Source: an optimization exercise on an open RTL-to-GDS flow (aim: small area and a short achievable clock period). Production flows keep margins and buffers that such runs may drop.
Where RTL was checked, it was by simulation tests only, not by an equivalence proof against the original.
Power and IR drop assume default switching activity.

==> flow/design.v (excerpt) <==
module dcache_dm (
  input  logic        CLK,
  input  logic        nRST,
  input  logic        halt,
  input  logic        dmemREN,
  input  logic        dmemWEN,
  input  logic        datomic,
  input  logic [31:0] dmemaddr,
  input  logic [31:0] dmemstore,
  output logic        dhit,
  output logic [31:0] dmemload,
  output logic        dREN,
  output logic        dWEN,
  output logic [31:0] daddr,
  output logic [31:0] dstore,
  input  logic        dwait,
  input  logic [31:0] dload,
  output logic        flushed
);
For scale: about 2400 cells after synthesis, ~780 flip-flops, roughly 200 I/O pins, roughly 32000 sq um of cells after synthesis.
Settings: LEC_CHECK=0, ABC_AREA=1, CAP_MARGIN=20, CORE_MARGIN=2, CORE_UTILIZATION=55, CTS_CLUSTER_DIAMETER=80, CTS_CLUSTER_SIZE=30, SETUP_SLACK_MARGIN=2.0, SLEW_MARGIN=20; clock period 6.5 ns.
standard.sh (not shown) runs the stock make flow with config.mk's settings and CLKGATE_MAP_FILE= SYNTH_SCRIPT=/design/flow/synth_recipe.tcl, a recipe that flattens the netlist after the stock synthesis.
==> flow/flow/run.sh <==
#!/bin/bash
# Standard layout, with the ports buffered by buf_4 cells instead of the default buffer
# and no dummy loads in the clock tree.
set -e
export BUFFER_PORTS_ARGS="-buffer_cell sky130_fd_sc_hd__buf_4"
export CTS_ARGS="-sink_clustering_enable -repair_clock_nets -sink_clustering_size 30 -sink_clustering_max_diameter 80 -dont_use_dummy_load"
bash standard.sh > standard_flow.log 2>&1
Rerun with:
==> flow/flow/run.sh (replaced) <==
#!/bin/bash
# Standard layout, with the ports buffered by buf_4 cells instead of the default buffer.
set -e
export BUFFER_PORTS_ARGS="-buffer_cell sky130_fd_sc_hd__buf_4"
bash standard.sh > standard_flow.log 2>&1
Settings changed: CORE_UTILIZATION 55 to 85, PLACE_DENSITY from default to 0.92.
The changed run aborted during clock tree synthesis.
Synthesized area does not change.
Synthesized cell count stays the same.
Rerun with:
==> flow/flow/run.sh (replaced) <==
#!/bin/bash
# Standard layout, with the ports buffered by buf_4 cells instead of the default buffer
# and no dummy loads in the clock tree.
set -e
export BUFFER_PORTS_ARGS="-buffer_cell sky130_fd_sc_hd__buf_4"
export CTS_ARGS="-sink_clustering_enable -repair_clock_nets -sink_clustering_size 20 -sink_clustering_max_diameter 60 -buf_list sky130_fd_sc_hd__clkbuf_8 -dont_use_dummy_load"
bash standard.sh > standard_flow.log 2>&1
Settings changed: CORE_UTILIZATION 85 to 60, CTS_BUF_LIST from default to sky130_fd_sc_hd__clkbuf_8, CTS_CLUSTER_DIAMETER 80 to 60, CTS_CLUSTER_SIZE 30 to 20, PLACE_DENSITY 0.92 to default, SETUP_SLACK_MARGIN 2.0 to 1.8.
With this change the flow passed the timing, DRC and antenna checks.
Area after synthesis does not change.
Synthesized cell count is unchanged.
Rerun with:
==> flow/flow/run.sh (replaced) <==
#!/bin/bash
# Standard layout, with the ports buffered by buf_4 cells instead of the default buffer
# and no dummy loads in the clock tree.
set -e
export BUFFER_PORTS_ARGS="-buffer_cell sky130_fd_sc_hd__buf_4"
export CTS_ARGS="-sink_clustering_enable -repair_clock_nets -sink_clustering_size 24 -sink_clustering_max_diameter 70 -buf_list {sky130_fd_sc_hd__clkbuf_8 sky130_fd_sc_hd__clkbuf_16} -dont_use_dummy_load"
bash standard.sh > standard_flow.log 2>&1
What happened: The changed run finished clean; core utilization came out higher by 0.70 points; design area came out higher by 1.0%; non-clock buffer count came out higher by 4; global-route usage came out lower by 0.19 points; synthesized cell count stays the same; clock power came out higher by 23%; worst hold slack loses 0.0073 ns; total power came out higher by 4.4%; cell count barely changes; die area does not change.
Rerun with:
==> flow/flow/run.sh (replaced) <==
#!/bin/bash
# Standard layout, with the ports buffered by buf_2 cells instead of the default buffer
# and no dummy loads in the clock tree.
set -e
export BUFFER_PORTS_ARGS="-buffer_cell sky130_fd_sc_hd__buf_2"
export CTS_ARGS="-sink_clustering_enable -repair_clock_nets -sink_clustering_size 30 -sink_clustering_max_diameter 80 -dont_use_dummy_load"
bash standard.sh > standard_flow.log 2>&1
Settings changed: CTS_BUF_LIST sky130_fd_sc_hd__clkbuf_8 to default, CTS_CLUSTER_DIAMETER 60 to 80, CTS_CLUSTER_SIZE 20 to 30, SETUP_SLACK_MARGIN 1.8 to 2.0.
=>
- The changed run passed the timing, DRC and antenna checks
- first-iteration DRC count increases by 6.9%
- clock power fell by about 7%
- global-route usage is higher by 0.79 points
- wire length increases by 5.7%
- via count came out higher by 2.7%
Rerun with:
==> flow/flow/run.sh (replaced) <==
#!/bin/bash
# Standard layout, with the ports buffered by buf_4 cells instead of the default buffer
# and no dummy loads in the clock tree.
set -e
export BUFFER_PORTS_ARGS="-buffer_cell sky130_fd_sc_hd__buf_4"
export CTS_ARGS="-sink_clustering_enable -repair_clock_nets -sink_clustering_size 30 -sink_clustering_max_diameter 80 -dont_use_dummy_load"
bash standard.sh > standard_flow.log 2>&1
Settings changed: SETUP_SLACK_MARGIN 2.0 to 1.7.
Result: The new run finished with timing, DRC and antenna clean. Clock power stays flat. Clock skew is about the same. Via count decreases by a few percent. Global-route usage decreases by 1.5 points. Total power goes down by a few percent. Sequential power stays flat. Final area fell by a few percent. Worst hold slack barely changes. Register-to-register slack degrades by 0.13 ns.

## nickel
Another version of the RTL of dcache_dm (not shown whole).
For scale: about 2,400 cells after synthesis, about 790 flip-flops, ~200 I/O pins, roughly 0.031 mm^2 of cells after synthesis.
Settings: LEC_CHECK=0, ABC_AREA=1, CAP_MARGIN=20, CORE_MARGIN=2, CORE_UTILIZATION=60, CTS_CLUSTER_DIAMETER=80, CTS_CLUSTER_SIZE=30, SETUP_SLACK_MARGIN=1.8, SLEW_MARGIN=20; clock period 6.5 ns.
==> flow/flow/run.sh <==
#!/bin/bash
# Standard layout, with the ports buffered by buf_4 cells instead of the default buffer
# and no dummy loads in the clock tree.
set -e
export BUFFER_PORTS_ARGS="-buffer_cell sky130_fd_sc_hd__buf_4"
export CTS_ARGS="-sink_clustering_enable -repair_clock_nets -sink_clustering_size 30 -sink_clustering_max_diameter 80 -dont_use_dummy_load"
bash standard.sh > standard_flow.log 2>&1
nickel finished every step from synthesis to the final layout, and the layout passed the timing, DRC and antenna checks.
--- input diff nickel..indigo ---
# nickel
export LEC_CHECK = 0
export ABC_AREA = 1
export CAP_MARGIN = 20
export CORE_MARGIN = 2
export CORE_UTILIZATION = 60
export CTS_CLUSTER_DIAMETER = 80
export CTS_CLUSTER_SIZE = 30
export SETUP_SLACK_MARGIN = 1.8
export SLEW_MARGIN = 20
create_clock -name core_clock -period 6.5 [get_ports {CLK}]
# indigo
export LEC_CHECK = 0
export ABC_AREA = 1
export CAP_MARGIN = 20
export CORE_MARGIN = 2
export CORE_UTILIZATION = 60
export CTS_CLUSTER_DIAMETER = 80
export CTS_CLUSTER_SIZE = 30
export SETUP_SLACK_MARGIN = 2.0
export SLEW_MARGIN = 20
create_clock -name core_clock -period 6.5 [get_ports {CLK}]
## What came out
indigo vs. nickel: global-route usage over all layers went up by 2.8 points.
In indigo the routed wire length turned out 5.9% higher than in nickel.
From indigo to nickel, area after synthesis did not move at all.
Compared with nickel, in indigo post-place instance area closely matched the old numbers, minimum clock period after layout now smaller, post-detailed-route wirelength per cell climbed 3.8%.
No functional check of the RTL was part of any run of this note.

dcache_dm, a different RTL version from the one above (not shown whole).
Size: ~2,500 cells after synthesis, ~780 flip-flops, ~200 I/O pins, roughly 32,000 um^2 of cells after synthesis.
==> flow/config.mk <==
export PLATFORM = sky130hd
export DESIGN_NAME = dcache_dm
export DESIGN_NICKNAME = dcache_dm
export VERILOG_FILES = /design/flow/design.v
export SDC_FILE = /design/flow/constraint.sdc
export NUM_CORES = 4
export LEC_CHECK = 0
export ABC_AREA = 1
export CAP_MARGIN = 20
export CORE_MARGIN = 2
export CORE_UTILIZATION = 50
export CTS_BUF_LIST = sky130_fd_sc_hd__clkbuf_4
export SLEW_MARGIN = 20
==> flow/constraint.sdc <==
create_clock -name core_clock -period 6.5 [get_ports {CLK}]
set_input_delay 1.3000 -clock core_clock [delete_from_list [all_inputs] [get_ports {CLK}]]
set_output_delay 1.3000 -clock core_clock [all_outputs]
set_load 0.01 [all_outputs]
run.sh (not shown) runs the stock make flow with config.mk's settings and CLKGATE_MAP_FILE= SYNTH_SCRIPT=/design/flow/synth_recipe.tcl, a recipe that flattens the netlist after the stock synthesis.
Stock flow here: none of the scripts above is used.
Rerun with:
CTS_BUF_LIST = sky130_fd_sc_hd__clkbuf_8   (was sky130_fd_sc_hd__clkbuf_4)
SETUP_SLACK_MARGIN = 1.5   (was not set)
Outcome: Synthesized cell count is unchanged. Die area stays the same. Routed wire length came out higher by roughly a tenth. Synthesized area does not change. Via count came out higher by a few percent. Cell count stays flat. Utilization came out higher by 3.6 points. Design area came out higher by a few percent. Maximum frequency came out higher by a quarter to a third. Power came out higher by a little under a tenth. Register-to-register slack is better by 0.92 ns.

job 6142:
The RTL this note starts from:
==> flow/design.v <==
module dcache_dm (
  input  logic        CLK,
  input  logic        nRST,
  input  logic        halt,
  input  logic        dmemREN,
  input  logic        dmemWEN,
  input  logic        datomic,
  input  logic [31:0] dmemaddr,
  input  logic [31:0] dmemstore,
  output logic        dhit,
  output logic [31:0] dmemload,
  output logic        dREN,
  output logic        dWEN,
  output logic [31:0] daddr,
  output logic [31:0] dstore,
  input  logic        dwait,
  input  logic [31:0] dload,
  output logic        flushed
);
  logic s_idle, s_wb0, s_wb1, s_ld0, s_ld1, s_flush, s_fwb0, s_fwb1, s_done, s_fl;
  logic [7:0]  valid, dirty;
  logic [25:0] tags   [8];
  logic [31:0] words0 [8];
  logic [31:0] words1 [8];
  logic [2:0]  cnt;
  logic [25:0] req_tag;
  logic [2:0]  req_idx;
  logic        req_off;
  logic        req, hit, miss, do_write;
  assign req_tag = dmemaddr[31:6];
  assign req_idx = dmemaddr[5:3];
  assign req_off = dmemaddr[2];
  assign req     = dmemREN | dmemWEN;
  logic [2:0]  ridx;
  logic        roff;
  logic [25:0] rtag;
  logic [31:0] rword;
  assign ridx  = s_fl ? cnt : req_idx;
  assign roff  = s_idle ? req_off : (s_wb1 | s_fwb1);
  assign rtag  = tags[ridx];
  assign rword = roff ? words1[ridx] : words0[ridx];
  assign hit  = s_idle && req && valid[req_idx] && (rtag == req_tag);
  assign miss = s_idle && req && !hit && !halt;
  logic [31:0] link;
  logic        link_valid;
  logic        link_eq, sc_ok;
  assign link_eq  = (link == dmemaddr);
  assign sc_ok    = link_valid && link_eq;
  assign do_write = hit && dmemWEN && (!datomic || sc_ok);
  always_ff @(posedge CLK or negedge nRST) begin
    if (!nRST)                              link_valid <= 1'b0;
    else if (hit && !dmemWEN && datomic)    link_valid <= 1'b1;
    else if (do_write && link_eq)           link_valid <= 1'b0;
  end
  always_ff @(posedge CLK) begin
    if (hit && !dmemWEN && datomic) link <= dmemaddr;
  end
  logic fl_last, fl_clean;
  assign fl_last  = (cnt == 3'd7);
  assign fl_clean = !dirty[cnt];
  always_ff @(posedge CLK or negedge nRST) begin
    if (!nRST) begin
      s_idle  <= 1'b1;
      s_wb0   <= 1'b0;
      s_wb1   <= 1'b0;
      s_ld0   <= 1'b0;
      s_ld1   <= 1'b0;
      s_flush <= 1'b0;
      s_fwb0  <= 1'b0;
      s_fwb1  <= 1'b0;
      s_done  <= 1'b0;
      s_fl    <= 1'b0;
    end else begin
      s_idle  <= s_idle ? (!halt && !miss) : (s_ld1 && !dwait);
      s_wb0   <= (miss && dirty[req_idx]) || (s_wb0 && dwait);
      s_wb1   <= (s_wb0 && !dwait) || (s_wb1 && dwait);
      s_ld0   <= (miss && !dirty[req_idx]) || (s_wb1 && !dwait) || (s_ld0 && dwait);
      s_ld1   <= (s_ld0 && !dwait) || (s_ld1 && dwait);
      s_flush <= (s_idle && halt) || (s_flush && fl_clean && !fl_last) ||
                 (s_fwb1 && !dwait && !fl_last);
      s_fwb0  <= (s_flush && !fl_clean) || (s_fwb0 && dwait);
      s_fwb1  <= (s_fwb0 && !dwait) || (s_fwb1 && dwait);
      s_done  <= s_done || (s_flush && fl_clean && fl_last) || (s_fwb1 && !dwait && fl_last);
      s_fl    <= (s_idle && halt) || (s_flush && !(fl_clean && fl_last)) || s_fwb0 ||
                 (s_fwb1 && !(!dwait && fl_last));
    end
  end
  assign dhit     = hit;
  assign dmemload = dmemWEN ? {31'b0, datomic & sc_ok} : rword;
  assign dstore   = rword;
  assign dREN     = s_ld0 | s_ld1;
  assign dWEN     = s_wb0 | s_wb1 | s_fwb0 | s_fwb1;
  assign daddr    = {rtag, ridx, (s_wb1 | s_ld1 | s_fwb1), 2'b00};
  assign flushed  = s_done;
  logic [31:0] wdata;
  logic        we0, we1, ld_done, tag_we;
  assign wdata   = s_idle ? dmemstore : dload;
  assign ld_done = s_ld1 && !dwait;
  assign we0     = (do_write && !req_off) || (s_ld0 && !dwait);
  assign we1     = (do_write &&  req_off) || ld_done;
  assign tag_we  = (s_idle && req && !dirty[req_idx]) || (s_wb1 && !dwait);
  always_ff @(posedge CLK) begin
    for (int i = 0; i < 8; i++) begin
      if (we0 && req_idx == i)    words0[i] <= wdata;
      if (we1 && req_idx == i)    words1[i] <= wdata;
      if (tag_we && req_idx == i) tags[i]   <= req_tag;
    end
  end
  always_ff @(posedge CLK or negedge nRST) begin
    if (!nRST) begin
      valid <= '0;
      dirty <= '0;
    end else begin
      for (int i = 0; i < 8; i++) begin
        if (ld_done && req_idx == i) begin
          valid[i] <= 1'b1;
          dirty[i] <= 1'b0;
        end else if (do_write && req_idx == i) begin
          dirty[i] <= 1'b1;
        end else if (s_fwb1 && !dwait && cnt == i) begin
          dirty[i] <= 1'b0;
        end
      end
    end
  end
  always_ff @(posedge CLK or negedge nRST) begin
    if (!nRST) begin
      cnt <= '0;
    end else if ((s_flush && fl_clean) || (s_fwb1 && !dwait)) begin
      if (!fl_last) cnt <= cnt + 3'd1;
    end
  end
endmodule
==> flow/config.mk <==
export PLATFORM = sky130hd
export DESIGN_NAME = dcache_dm
export DESIGN_NICKNAME = dcache_dm
export VERILOG_FILES = /design/flow/design.v
export SDC_FILE = /design/flow/constraint.sdc
export NUM_CORES = 4
export LEC_CHECK = 0
export ABC_AREA = 1
export CAP_MARGIN = 20
export CORE_MARGIN = 2
export CORE_UTILIZATION = 60
export CTS_CLUSTER_DIAMETER = 80
export CTS_CLUSTER_SIZE = 30
export GPL_ROUTABILITY_DRIVEN = 0
export SETUP_SLACK_MARGIN = 1.8
export SLEW_MARGIN = 20
==> flow/constraint.sdc <==
create_clock -name core_clock -period 6.5 [get_ports {CLK}]
set_input_delay 1.3000 -clock core_clock [delete_from_list [all_inputs] [get_ports {CLK}]]
set_output_delay 1.3000 -clock core_clock [all_outputs]
set_load 0.01 [all_outputs]
standard.sh (not shown) runs the stock make flow with config.mk's settings and CLKGATE_MAP_FILE= SYNTH_SCRIPT=/design/flow/synth_recipe.tcl, a recipe that flattens the netlist after the stock synthesis.
Scripts as last shown in full above: flow/flow/run.sh
## Diff of input files: job 905 against job 6142
- GPL_ROUTABILITY_DRIVEN: 0 -> unset
Notes after the runs:
Result: PASS for each of job 905 and job 6142
Job 905 -> job 6142: area after synthesis delta 0, exact match
Fraction of final layout cells sized beyond drive strength 1: job 6142 vs job 905, no meaningful difference
Taking job 6142 as the reference, in job 905 layout buffer count excluding clock buffers comparable, height of the chip comparable, flip-flop and latch count comparable, share of cell area taken by muxes after synthesis comparable.
Between job 6142 and job 905, the required time of the critical path figures differ only marginally.
--- input diff job 905..job 7942 ---
- changing SETUP_SLACK_MARGIN from 1.8 to 2.0
- changing CORE_UTILIZATION from 60 to 70
- setting PLACE_DENSITY to 0.8 for the first time
==> flow/flow/run.sh <==
#!/bin/bash
# Standard layout, with the ports buffered by buf_4 cells instead of the default buffer.
set -e
export BUFFER_PORTS_ARGS="-buffer_cell sky130_fd_sc_hd__buf_4"
bash standard.sh > standard_flow.log 2>&1
## What came out
Proportion of power drawn by the clock network in job 7942 vs job 905: up 0.3 points
| critical path depth | higher: job 905 |
The proportion of cell area occupied by multi-input gates of job 7942 is higher than that of job 905.
Job 905 tops out at a higher clock frequency than job 7942.
Depth of the worst register-to-register path | job 7942 below job 905
Relative to job 7942, the following input files were edited for job 2961:
- PLACE_DENSITY removed (was 0.8)
- CORE_UTILIZATION changed from 70 to 65
- SETUP_SLACK_MARGIN changed from 2.0 to 1.8
==> flow/flow/run.sh <==
#!/bin/bash
# Standard layout, with the ports buffered by buf_4 cells instead of the default buffer
# and no dummy loads in the clock tree.
set -e
export BUFFER_PORTS_ARGS="-buffer_cell sky130_fd_sc_hd__buf_4"
export CTS_ARGS="-sink_clustering_enable -repair_clock_nets -sink_clustering_size 30 -sink_clustering_max_diameter 80 -dont_use_dummy_load"
bash standard.sh > standard_flow.log 2>&1
--- outcome ---
Relative to job 7942, fraction of met3 tracks used by global routing has gone down in job 2961. Compared with job 7942, in job 2961 design area fell by about 5.6%, setup fix buffers added after clock tree synthesis lost 69%. Job 7942 reports its source of the critical timing path as dmemaddr[5] while job 2961 reports dmemaddr[3].

re-timing with driven ports:
The flow's constraints put no driver on any port. The routed layouts listed below were extracted and timed again, unchanged, in two steps. Step 1 (the two cells are an assumption about what drives the block):
set clk [get_ports {CLK}]
set_driving_cell -lib_cell sky130_fd_sc_hd__clkbuf_16 $clk
set_driving_cell -lib_cell sky130_fd_sc_hd__buf_2 [delete_from_list [all_inputs] $clk]
Step 2, shift: input delay + t, output delay - t, t = (earliest + latest rising clock arrival at the registers) / 2. This alone moves slack from input paths to output paths. a / b / c = ideal / step 1 / step 2; a / b = the first two.
run	t, ns	setup slack, ns	hold WS [ns]
the first run of note 1	0.647	1.820 / 1.761 / 1.426	0.468 / 0.468 / 0.468
the third run of note 1	0.734	1.827 / 1.802 / 1.243	0.460 / 0.460 / 0.460
the fourth run of note 1	0.650	1.822 / 1.790 / 1.248	0.453 / 0.453 / 0.453
the fifth run of note 1	0.634	1.818 / 1.770 / 1.528	0.459 / 0.459 / 0.459
the sixth run of note 1	0.640	1.658 / 1.637 / 1.285	0.461 / 0.461 / 0.461
nickel	0.638	1.792 / 1.742 / 1.261	0.477 / 0.477 / 0.477
indigo	0.643	1.811 / 1.751 / 1.448	0.482 / 0.482 / 0.482
the first run of note 3	1.072	0.271 / 0.248 / 0.248	0.266 / 0.223 / 0.461
the second run of note 3	0.849	1.519 / 1.454 / 1.547	0.462 / 0.462 / 0.462
job 6142	0.643	1.851 / 1.815 / 1.319	0.461 / 0.461 / 0.461
job 905	0.643	1.851 / 1.815 / 1.319	0.461 / 0.461 / 0.461
job 7942	0.660	1.482 / 1.400 / 1.034	0.475 / 0.475 / 0.475
job 2961	0.624	1.828 / 1.795 / 1.531	0.466 / 0.466 / 0.466
After both steps every run listed still meets setup and hold. The setup slack of the third run of note 1, which loses most, moves by -0.025 ns with the drivers and by -0.584 ns with both steps.
